This is an optimization exercise on Yosys and OpenROAD, whose aim is small area, a short achievable clock period and few clock cycles per item, not a production implementation. The RTL was checked by simulation tests, not by an equivalence proof against the original design. Power is estimated from default activity; no workload was simulated.

oak:
==> module adc_window_frequency_monitor, before the edit <==
module adc_window_frequency_monitor
#(
    parameter int WINDOW = WINDOW_DEF
) (
    input  logic                     i_clk,
    input  logic                     i_rst_n,
    input  logic                     i_sample_valid,
    output logic                     o_sample_ready,
    input  logic [SAMPLE_BITS-1:0]   i_sample,
    output logic                     o_result_valid,
    input  logic                     i_result_ready,
    output logic                     o_result_taken,
    output logic                     o_result_overload_seen,
    output logic [TICK_BITS-1:0]     o_result_overload_tick,
    output logic [SAMPLE_BITS-1:0]   o_result_window_max,
    output logic [SAMPLE_BITS-1:0]   o_result_window_min,
    output logic [HALF_BITS-1:0]     o_result_half_period,
    output logic [TICK_BITS-1:0]     o_result_tick_count,
    input  logic                     i_cfg_valid,
    output logic                     o_cfg_ready,
    input  logic [CFG_IDX_BITS-1:0]  i_cfg_index,
    input  logic [CFG_DATA_BITS-1:0] i_cfg_data
);
    logic [DEC_BITS-1:0]    r_dec;
    logic [SAMPLE_BITS-1:0] r_mid;
    logic [SAMPLE_BITS-1:0] r_margin;
    assign o_cfg_ready = 1'b1;
    logic [DEC_BITS-1:0]    dec_nx;
    logic [SAMPLE_BITS-1:0] mid_nx, margin_nx;
    logic [SAMPLE_BITS:0]   r_limit;
    always_comb begin
        dec_nx    = r_dec;
        mid_nx    = r_mid;
        margin_nx = r_margin;
        if (i_cfg_valid) begin
            unique case (i_cfg_index)
                CFG_DECIMATION: dec_nx    = i_cfg_data[DEC_BITS-1:0];
                CFG_MIDPOINT:   mid_nx    = i_cfg_data[SAMPLE_BITS-1:0];
                CFG_MARGIN:     margin_nx = i_cfg_data[SAMPLE_BITS-1:0];
                default: ;
            endcase
        end
    end
    always_ff @(posedge i_clk) begin
        if (!i_rst_n) begin
            r_dec    <= DECIMATION_RST;
            r_mid    <= MIDPOINT_RST;
            r_margin <= MARGIN_RST;
        end else begin
            r_dec    <= dec_nx;
            r_mid    <= mid_nx;
            r_margin <= margin_nx;
        end
    end
    logic [DEC_BITS-1:0]    r_dcnt;
    logic                   r_keep;
    logic [SAMPLE_BITS-1:0] r_prev;
    logic [DEC_BITS-1:0]    dcnt_nx;
    logic                   keep_nx, keep_lt;
    logic                   in_fire;
    logic                   x_gt, x_lt, p_gt, p_lt;
    awfm_pkg::t_item        in_item;
    assign o_sample_ready = r_adv;
    assign in_fire        = i_sample_valid && r_adv;
    assign dcnt_nx        = !in_fire ? r_dcnt : (r_keep ? DEC_BITS'(1) : r_dcnt + DEC_BITS'(1));
    awfm_cmp #(.W(DEC_BITS)) u_keep (.i_a(dcnt_nx), .i_b(dec_nx), .o_gt(keep_nx), .o_lt(keep_lt));
    assign in_item.kept   = r_keep;
    awfm_cmp u_xmid (.i_a(i_sample), .i_b(r_mid), .o_gt(x_gt), .o_lt(x_lt));
    awfm_cmp u_pmid (.i_a(r_prev), .i_b(r_mid), .o_gt(p_gt), .o_lt(p_lt));
    assign in_item.rise   = p_lt && x_gt;
    assign in_item.fall   = p_gt && x_lt;
    always_ff @(posedge i_clk) begin
        if (!i_rst_n) begin
            r_dcnt <= DEC_BITS'(1);
            r_keep <= 1'b1;
            r_prev <= '0;
        end else begin
            r_dcnt <= dcnt_nx;
            r_keep <= !keep_lt;
            if (in_fire && r_keep) begin
                r_prev <= i_sample;
            end
        end
    end
    logic                   r_adv;
    logic                   adv;
    logic                   r_v1;
    logic                   r_k1, r_r1, r_f1;
    logic [SAMPLE_BITS-1:0] newest;
    logic                   ovl1, ovl_lt;
    logic [SAMPLE_BITS-1:0] win_max, win_min;
    assign adv = r_adv;
    awfm_scan u_scan (
        .i_clk   (i_clk),
        .i_rst_n (i_rst_n),
        .i_shift (in_fire && in_item.kept),
        .i_data  (i_sample),
        .o_newest(newest),
        .o_max   (win_max),
        .o_min   (win_min)
    );
    always_ff @(posedge i_clk) begin
        if (!i_rst_n) begin
            r_v1 <= 1'b0;
        end else if (adv) begin
            r_v1 <= in_fire;
        end
    end
    always_ff @(posedge i_clk) begin
        if (in_fire) begin
            r_k1 <= in_item.kept;
            r_r1 <= in_item.rise;
            r_f1 <= in_item.fall;
        end
    end
    always_ff @(posedge i_clk) begin
        if (adv) begin
            r_limit <= {1'b0, r_mid} + {1'b0, r_margin};
        end
    end
    awfm_cmp #(.W(SAMPLE_BITS + 1)) u_ovl (.i_a({1'b0, newest}), .i_b(r_limit),
                                          .o_gt(ovl1), .o_lt(ovl_lt));
    logic                   r_out_valid;
    logic                   r_kv;
    logic                   r_kk, r_ko, r_kr, r_kf;
    logic [SAMPLE_BITS-1:0] r_kmax, r_kmin;
    logic                   push, out_free, load;
    assign push     = adv && r_v1;
    assign out_free = !r_out_valid || i_result_ready;
    assign load     = out_free && (r_kv || push);
    always_ff @(posedge i_clk) begin
        if (!i_rst_n) begin
            r_out_valid <= 1'b0;
            r_kv        <= 1'b0;
            r_adv       <= 1'b1;
        end else begin
            if (out_free) begin
                r_out_valid <= r_kv || push;
            end
            r_kv  <= out_free ? (r_kv && push) : (r_kv || push);
            r_adv <= !(out_free ? (r_kv && push) : (r_kv || push));
        end
    end
    always_ff @(posedge i_clk) begin
        if (push && (r_kv || !out_free)) begin
            r_kk   <= r_k1;
            r_ko   <= ovl1;
            r_kr   <= r_r1;
            r_kf   <= r_f1;
            r_kmax <= win_max;
            r_kmin <= win_min;
        end
    end
    assign o_result_valid = r_out_valid;
    awfm_track u_track (
        .i_clk      (i_clk),
        .i_rst_n    (i_rst_n),
        .i_load     (load),
        .i_kept     (r_kv ? r_kk   : r_k1),
        .i_ovl      (r_kv ? r_ko   : ovl1),
        .i_rise     (r_kv ? r_kr   : r_r1),
        .i_fall     (r_kv ? r_kf   : r_f1),
        .i_max      (r_kv ? r_kmax : win_max),
        .i_min      (r_kv ? r_kmin : win_min),
        .o_taken    (o_result_taken),
        .o_ovl_seen (o_result_overload_seen),
        .o_ovl_tick (o_result_overload_tick),
        .o_max      (o_result_window_max),
        .o_min      (o_result_window_min),
        .o_half     (o_result_half_period),
        .o_ticks    (o_result_tick_count)
    );
endmodule
clock: 8.0 ns
lec_check: 0
cap_margin: 20
core_margin: 2
core_utilization: 65
cts_cluster_diameter: 70
cts_cluster_size: 25
place_density: 0.75
setup_slack_margin: 5
slew_margin: 20
run.sh (not shown) runs the stock make flow with config.mk's settings and CLKGATE_MAP_FILE= SYNTH_SCRIPT=/design/flow/synth_recipe.tcl, a recipe that flattens the netlist after the stock synthesis.
Testbench counts of oak, summed over its fixed seeds: cycles 4,656, items 4,608.
Modified inputs, pine compared to oak
--- a/flow/design.v
+++ b/flow/design.v
@@ -114,10 +114,24 @@
     output logic         o_lt
 );
     assign o_gt = (i_a > i_b);
     assign o_lt = (i_a < i_b);
 endmodule
+module awfm_cmp2
+#(
+    parameter int W = SAMPLE_BITS
+) (
+    input  logic [W-1:0] i_a,
+    input  logic [W-1:0] i_b,
+    output logic         o_gt,
+    output logic         o_lt
+);
+    logic [W:0] diff;
+    assign diff = {1'b0, i_a} - {1'b0, i_b};
+    assign o_lt = diff[W];
+    assign o_gt = !diff[W] && (i_a != i_b);
+endmodule
 module awfm_ge
 #(
     parameter int W = SAMPLE_BITS
 ) (
     input  logic [W-1:0] i_a,
@@ -353,43 +367,45 @@
             r_margin <= margin_nx;
         end
     end
     logic [DEC_BITS-1:0]    r_dcnt;
     logic                   r_keep;
-    logic [SAMPLE_BITS-1:0] r_prev;
+    logic                   r_any;       
+    logic [SAMPLE_BITS-1:0] newest;      
+    logic [SAMPLE_BITS-1:0] prev;
     logic [DEC_BITS-1:0]    dcnt_nx;
     logic                   keep_nx, keep_lt;
     logic                   in_fire;
     logic                   x_gt, x_lt, p_gt, p_lt;
     awfm_pkg::t_item        in_item;
     assign o_sample_ready = r_adv;
     assign in_fire        = i_sample_valid && r_adv;
     assign dcnt_nx        = !in_fire ? r_dcnt : (r_keep ? DEC_BITS'(1) : r_dcnt + DEC_BITS'(1));
     awfm_cmp #(.W(DEC_BITS)) u_keep (.i_a(dcnt_nx), .i_b(dec_nx), .o_gt(keep_nx), .o_lt(keep_lt));
     assign in_item.kept   = r_keep;
-    awfm_cmp u_xmid (.i_a(i_sample), .i_b(r_mid), .o_gt(x_gt), .o_lt(x_lt));
-    awfm_cmp u_pmid (.i_a(r_prev), .i_b(r_mid), .o_gt(p_gt), .o_lt(p_lt));
+    assign prev = r_any ? newest : '0;
+    awfm_cmp2 u_xmid (.i_a(i_sample), .i_b(r_mid), .o_gt(x_gt), .o_lt(x_lt));
+    awfm_cmp2 u_pmid (.i_a(prev), .i_b(r_mid), .o_gt(p_gt), .o_lt(p_lt));
     assign in_item.rise   = p_lt && x_gt;
     assign in_item.fall   = p_gt && x_lt;
     always_ff @(posedge i_clk) begin
         if (!i_rst_n) begin
             r_dcnt <= DEC_BITS'(1);
             r_keep <= 1'b1;
-            r_prev <= '0;
+            r_any  <= 1'b0;
         end else begin
             r_dcnt <= dcnt_nx;
             r_keep <= !keep_lt;
             if (in_fire && r_keep) begin
-                r_prev <= i_sample;
+                r_any <= 1'b1;
             end
         end
     end
     logic                   r_adv;
     logic                   adv;
     logic                   r_v1;
     logic                   r_k1, r_r1, r_f1;
-    logic [SAMPLE_BITS-1:0] newest;
     logic                   ovl1, ovl_lt;
     logic [SAMPLE_BITS-1:0] win_max, win_min;
     assign adv = r_adv;
     awfm_scan u_scan (
         .i_clk   (i_clk),
## What came out
edfxtp_1 as the critical path's slowest cell was reported by oak, and dlygate4sd2_1 by pine.
Density: pine denser than oak
oak → pine: clock slew at the register clock pins of the worst setup and hold paths picked up an extra 0.03 ns; XOR/XNOR share of the synthesized area neither gained nor lost much; worst setup slack lost 0.066 ns.
From oak to pine the numbers moved as follows: proportion of layout cells with a drive suffix above 1 +1.9 points; count of inverters not on the clock network in the layout rose by about 3%.
pine: post-placement setup slack 0.80 ns above oak
Combinational power (pine vs. oak) decreases by a few percent
Against oak, pine reports a portion of total power attributed to combinational logic that is lower.
Overall power (lower): pine
Total clock sinks, oak and pine: larger value in oak
Testbench counts of pine, summed over its fixed seeds: cycles 4,656, items 4,608.

[separate check: timing with driven ports]
In the flow no input, the clock included, has a driving cell. The finished layouts below were timed again as built, in two steps. Step 1: set_driving_cell puts a clkbuf_16 on i_clk and a buf_2 on each other input, an assumption about the parent block. Step 2 times the ports against the registers' clock, not the clock port: input delays grow and output delays shrink by t, the midpoint of the rising clock arrivals with the driver on. Three values: no drivers, after step 1, after step 2; two values: the first two.
run | t (ns) | setup WS [ns] | worst hold slack (ns) | worst register clock-pin slew, ns
oak | 0.819 | 5.039 / 4.964 / 4.291 | 0.408 / 0.408 / 0.408 | 0.10 / 0.10
pine | 0.819 | 4.973 / 4.933 / 4.218 | 0.403 / 0.403 / 0.403 | 0.12 / 0.12
After both steps setup and hold are still met in every run listed. For pine, which loses most, drivers alone change the setup slack by -0.040 ns; drivers and shift together by -0.755 ns.
